Source: an optimization exercise on an open RTL-to-GDS flow (aim: small area, a short achievable clock period and few clock cycles per item). Production flows keep margins and buffers that such runs may drop.
Only simulation tests tie the RTL to the original design; equivalence was not proved.
Power and IR drop assume default switching activity.

Design fc_layer_engine, start of the top module:
module fc_layer_engine #(
    parameter int N_IN  = 64,
    parameter int N_OUT = 16,
    parameter int DW    = 10,
    parameter int WW    = 9,
    parameter int BW    = 11,
    parameter int ACCW  = 25,
    parameter int OW    = 16,
    parameter int SHIFT = 0
) (
    input  logic                       clk,
    input  logic                       rst_n,
    input  logic                       in_valid,
    input  logic [DW-1:0]              in_data,
    output logic                       in_ready,
    output logic [fc_pkg::idx_w(N_IN)-1:0] w_addr,
    input  logic [N_OUT*WW-1:0]        weight,
    input  logic [N_OUT*BW-1:0]        bias,
    output logic                       out_valid,
    input  logic                       out_ready,
    output logic [OW-1:0]              out_data,
    output logic [fc_pkg::idx_w(N_OUT)-1:0] out_idx,
    output logic                       layer_done
);
  ...
For scale: roughly 8000 cells after synthesis, roughly 92000 µm² of cells after synthesis.
export LEC_CHECK = 0
export CAP_MARGIN = 20
export CORE_MARGIN = 2
export CORE_UTILIZATION = 55
export CTS_CLUSTER_DIAMETER = 100
export CTS_CLUSTER_SIZE = 25
export SETUP_SLACK_MARGIN = 5.0
export SLEW_MARGIN = 20
create_clock -name core_clock -period 8.5 [get_ports {clk}]
standard.sh (not shown) runs the stock make flow with config.mk's settings and CLKGATE_MAP_FILE= SYNTH_SCRIPT=/design/flow/synth_recipe.tcl, a recipe that flattens the netlist after the stock synthesis.
==> flow/flow/run.sh <==
#!/bin/bash
# Own layout flow, built on the standard flow (standard.sh):
#  1. the standard synthesis, unchanged (bash standard.sh synth);
#  2. flow/polarity.py re-wires the inverters around full-adder cells in the synthesized
#     netlist (a full adder fed complemented inputs gives complemented outputs), which removes
#     inverters; no flip-flop, port or other cell changes (the original netlist is kept as
#     1_2_yosys.std.v);
#  3. the standard ORFS layout steps (bash standard.sh finish) with the port buffers made of
#     plain buffers and a larger setup-repair margin, so that timing repair keeps working
#     towards a shorter clock period. The clock period and constraints are the design's.
# Each step writes its full output to a log file of its own in this folder.
set -euo pipefail
MARGIN=$(cat flow/margin.txt)
R=orfs/results/${FLOW_PLATFORM:-sky130hd}/fc_layer_engine/base
bash standard.sh synth > synth.log 2>&1
cp "$R/1_2_yosys.v" "$R/1_2_yosys.std.v"
python3 flow/polarity.py "$R/1_2_yosys.std.v" "$R/1_2_yosys.pol.v" > polarity.log 2>&1
mv "$R/1_2_yosys.pol.v" "$R/1_2_yosys.v"
rm -f "$R/1_synth.odb" "$R/1_synth.sdc"
bash standard.sh finish SETUP_SLACK_MARGIN="$MARGIN" \
    BUFFER_PORTS_ARGS="-buffer_cell sky130_fd_sc_hd__buf_1" > layout.log 2>&1
test -f out/final.def
==> flow/flow/margin.txt <==
5.4
Other scripts of this flow, unchanged in this note and not shown: flow/flow/polarity.py
The starting point produced a clean layout.
Testbench counts at the start, summed over its fixed seeds: cycles 12,440, items 192.
==> next run, changes <==
- CTS_CLUSTER_DIAMETER: 100 -> default
- CTS_CLUSTER_SIZE: 25 -> default
After rerunning: Die area stays the same; via count rose by 1.1%; setup slack gets worse by 0.018 ns; routed wire length rose by about 0.8%; utilization rose by 2.3 points.
==> next run, changes <==
- CORE_UTILIZATION: 55 -> 62
After rerunning: Synthesized area does not change. Global-route usage is higher by 3.3 points. Cell count fell by 2.6%.
==> next run, changes <==
==> flow/flow/margin.txt (replaced) <==
5.5
- CORE_UTILIZATION: 62 -> 55
Effect:
- clock-buffer cell count goes up by 7
- sequential cell count is unchanged
- core utilization fell by 6.6 points
- global-route usage goes down by 2.8 points
- first-iteration DRC count climbs by 0.92%
- design area went up by about 2.3%
- setup slack got worse by 0.023 ns

---

Another version of the RTL of fc_layer_engine (not shown whole).
Size in the first run: ~8400 cells after synthesis, roughly 1500 flip-flops, about 360 I/O pins.
Settings: LEC_CHECK=0, CAP_MARGIN=20, CORE_MARGIN=2, CORE_UTILIZATION=55, SETUP_SLACK_MARGIN=5.0, SLEW_MARGIN=20; clock period 8.5 ns.
==> flow/flow/run.sh <==
#!/bin/bash
set -euo pipefail
MARGIN=$(cat flow/margin.txt)
bash standard.sh finish SETUP_SLACK_MARGIN="$MARGIN" > standard_flow.log 2>&1
test -f out/final.def
==> flow/flow/margin.txt <==
5.4
The baseline ran to the end with no violations.
Testbench counts at the start, summed over its fixed seeds: cycles 12,440, items 192.
Edit:
==> flow/run.sh (new file) <==
#!/bin/bash
# synth_recipe.tcl (not shown) runs the flow's synth.tcl, then flattens the netlist and writes it again
# the make line also repeats each setting of config.mk as NAME=value (left out here)
make -C /OpenROAD-flow-scripts/flow DESIGN_CONFIG=/design/flow/config.mk WORK_HOME=/design/flow/orfs CLKGATE_MAP_FILE= SYNTH_SCRIPT=/design/flow/synth_recipe.tcl finish
removed: flow/flow/run.sh
removed: flow/flow/margin.txt
removed: flow/standard.sh
Effect: The changed run produced a clean layout. Sequential share of layout area climbs by 0.61 points. Clock-buffer cell count is higher by 17. Cell area drops by a few percent. Worst setup slack loses 0.19 ns. Synthesized area stays the same. Utilization falls by 1.4 points. Fmax falls by a few percent.

---

fc_layer_engine with an RTL version that a note above also has.
Size in the first run: ~360 I/O pins, about 92000 um2 of cells after synthesis.
clock: 8.5 ns
lec_check: 0
cap_margin: 20
core_margin: 2
core_utilization: 62
cts_cluster_diameter: 100
cts_cluster_size: 25
setup_slack_margin: 5.0
slew_margin: 20
==> flow/flow/run.sh <==
#!/bin/bash
# Own layout flow, built on the standard flow (standard.sh):
#  1. the standard synthesis, unchanged (bash standard.sh synth);
#  2. flow/polarity.py re-wires the inverters around full-adder cells in the synthesized
#     netlist (a full adder fed complemented inputs gives complemented outputs), which removes
#     inverters; no flip-flop, port or other cell changes (the original netlist is kept as
#     1_2_yosys.std.v);
#  3. the standard ORFS layout steps (bash standard.sh finish) with the port buffers made of
#     plain buffers and a larger setup-repair margin, so that timing repair keeps working
#     towards a shorter clock period. The clock period and constraints are the design's.
# Each step writes its full output to a log file of its own in this folder.
set -euo pipefail
MARGIN=$(cat flow/margin.txt)
R=orfs/results/${FLOW_PLATFORM:-sky130hd}/fc_layer_engine/base
bash standard.sh synth > synth.log 2>&1
cp "$R/1_2_yosys.v" "$R/1_2_yosys.std.v"
python3 flow/polarity.py "$R/1_2_yosys.std.v" "$R/1_2_yosys.pol.v" > polarity.log 2>&1
mv "$R/1_2_yosys.pol.v" "$R/1_2_yosys.v"
rm -f "$R/1_synth.odb" "$R/1_synth.sdc"
bash standard.sh finish SETUP_SLACK_MARGIN="$MARGIN" \
    BUFFER_PORTS_ARGS="-buffer_cell sky130_fd_sc_hd__buf_1" > layout.log 2>&1
test -f out/final.def
Other scripts of this flow, unchanged in this note and not shown: flow/flow/margin.txt, flow/flow/polarity.py
Testbench counts at the start, summed over its fixed seeds: cycles 12,440, items 192.
Edit:
Settings changed: CORE_UTILIZATION 62 to 55, CTS_CLUSTER_DIAMETER 100 to not set, CTS_CLUSTER_SIZE 25 to not set, TNS_END_PERCENT set to 30.
Die area goes up by 13%.
Via count barely changes.
Wire length goes up by 3.7%.
Design area goes up by 3.7%.
Core utilization goes down by 5.5 points.
Total power goes up by 9.3%.
Synthesized cell count is unchanged.
Clock power goes up by 81%.

==> what the ideal ports hide <==
The flow's constraints put no driver on any port. The routed layouts listed below were extracted and timed again, unchanged, in two steps. Step 1 sets driving cells, clkbuf_16 on the clock port and buf_2 on the other inputs (assumed; they add their load-dependent delay and slew). Step 2 moves the port delays by t, midway between the first and last clock arrival at a register: inputs arrive t later, outputs are due t later. That takes back most of the time a late clock gives input paths. Slacks: no drivers / after step 1 / after step 2; pairs: no drivers / after step 1.
| run | t (ns) | slack for setup (ns) | hold slack, ns | worst data-port slew with drivers (ns) | pins driven straight from the clock port |
|---|---|---|---|---|---|
| the first run of note 1 | 0.845 | 5.356 / 5.296 / 4.880 | 0.449 / 0.449 / 0.449 | 0.21 | 1 |
| the second run of note 1 | 0.904 | 5.337 / 5.245 / 4.918 | 0.438 / 0.438 / 0.438 | 0.22 | 1 |
| the third run of note 1 | 0.883 | 5.317 / 5.258 / 4.882 | 0.436 / 0.436 / 0.436 | 0.21 | 1 |
| the fourth run of note 1 | 0.909 | 5.294 / 5.242 / 4.718 | 0.427 / 0.427 / 0.427 | 0.20 | 1 |
| the first run of note 2 | 0.907 | 5.210 / 5.117 / 4.583 | 0.445 / 0.445 / 0.445 | 0.16 | 1 |
| the second run of note 2 | 0.893 | 5.023 / 4.940 / 4.333 | 0.443 / 0.443 / 0.443 | 0.14 | 1 |
| the first run of note 3 | 0.810 | 5.314 / 5.302 / 4.906 | 0.438 / 0.438 / 0.438 | 0.21 | 1 |
| the second run of note 3 | 0.921 | 5.278 / 5.211 / 4.912 | 0.433 / 0.433 / 0.433 | 0.19 | 1 |
After both steps setup and hold are still met in every run listed. For the second run of note 2, which loses most, drivers alone change the setup slack by -0.083 ns; drivers and shift together by -0.690 ns.
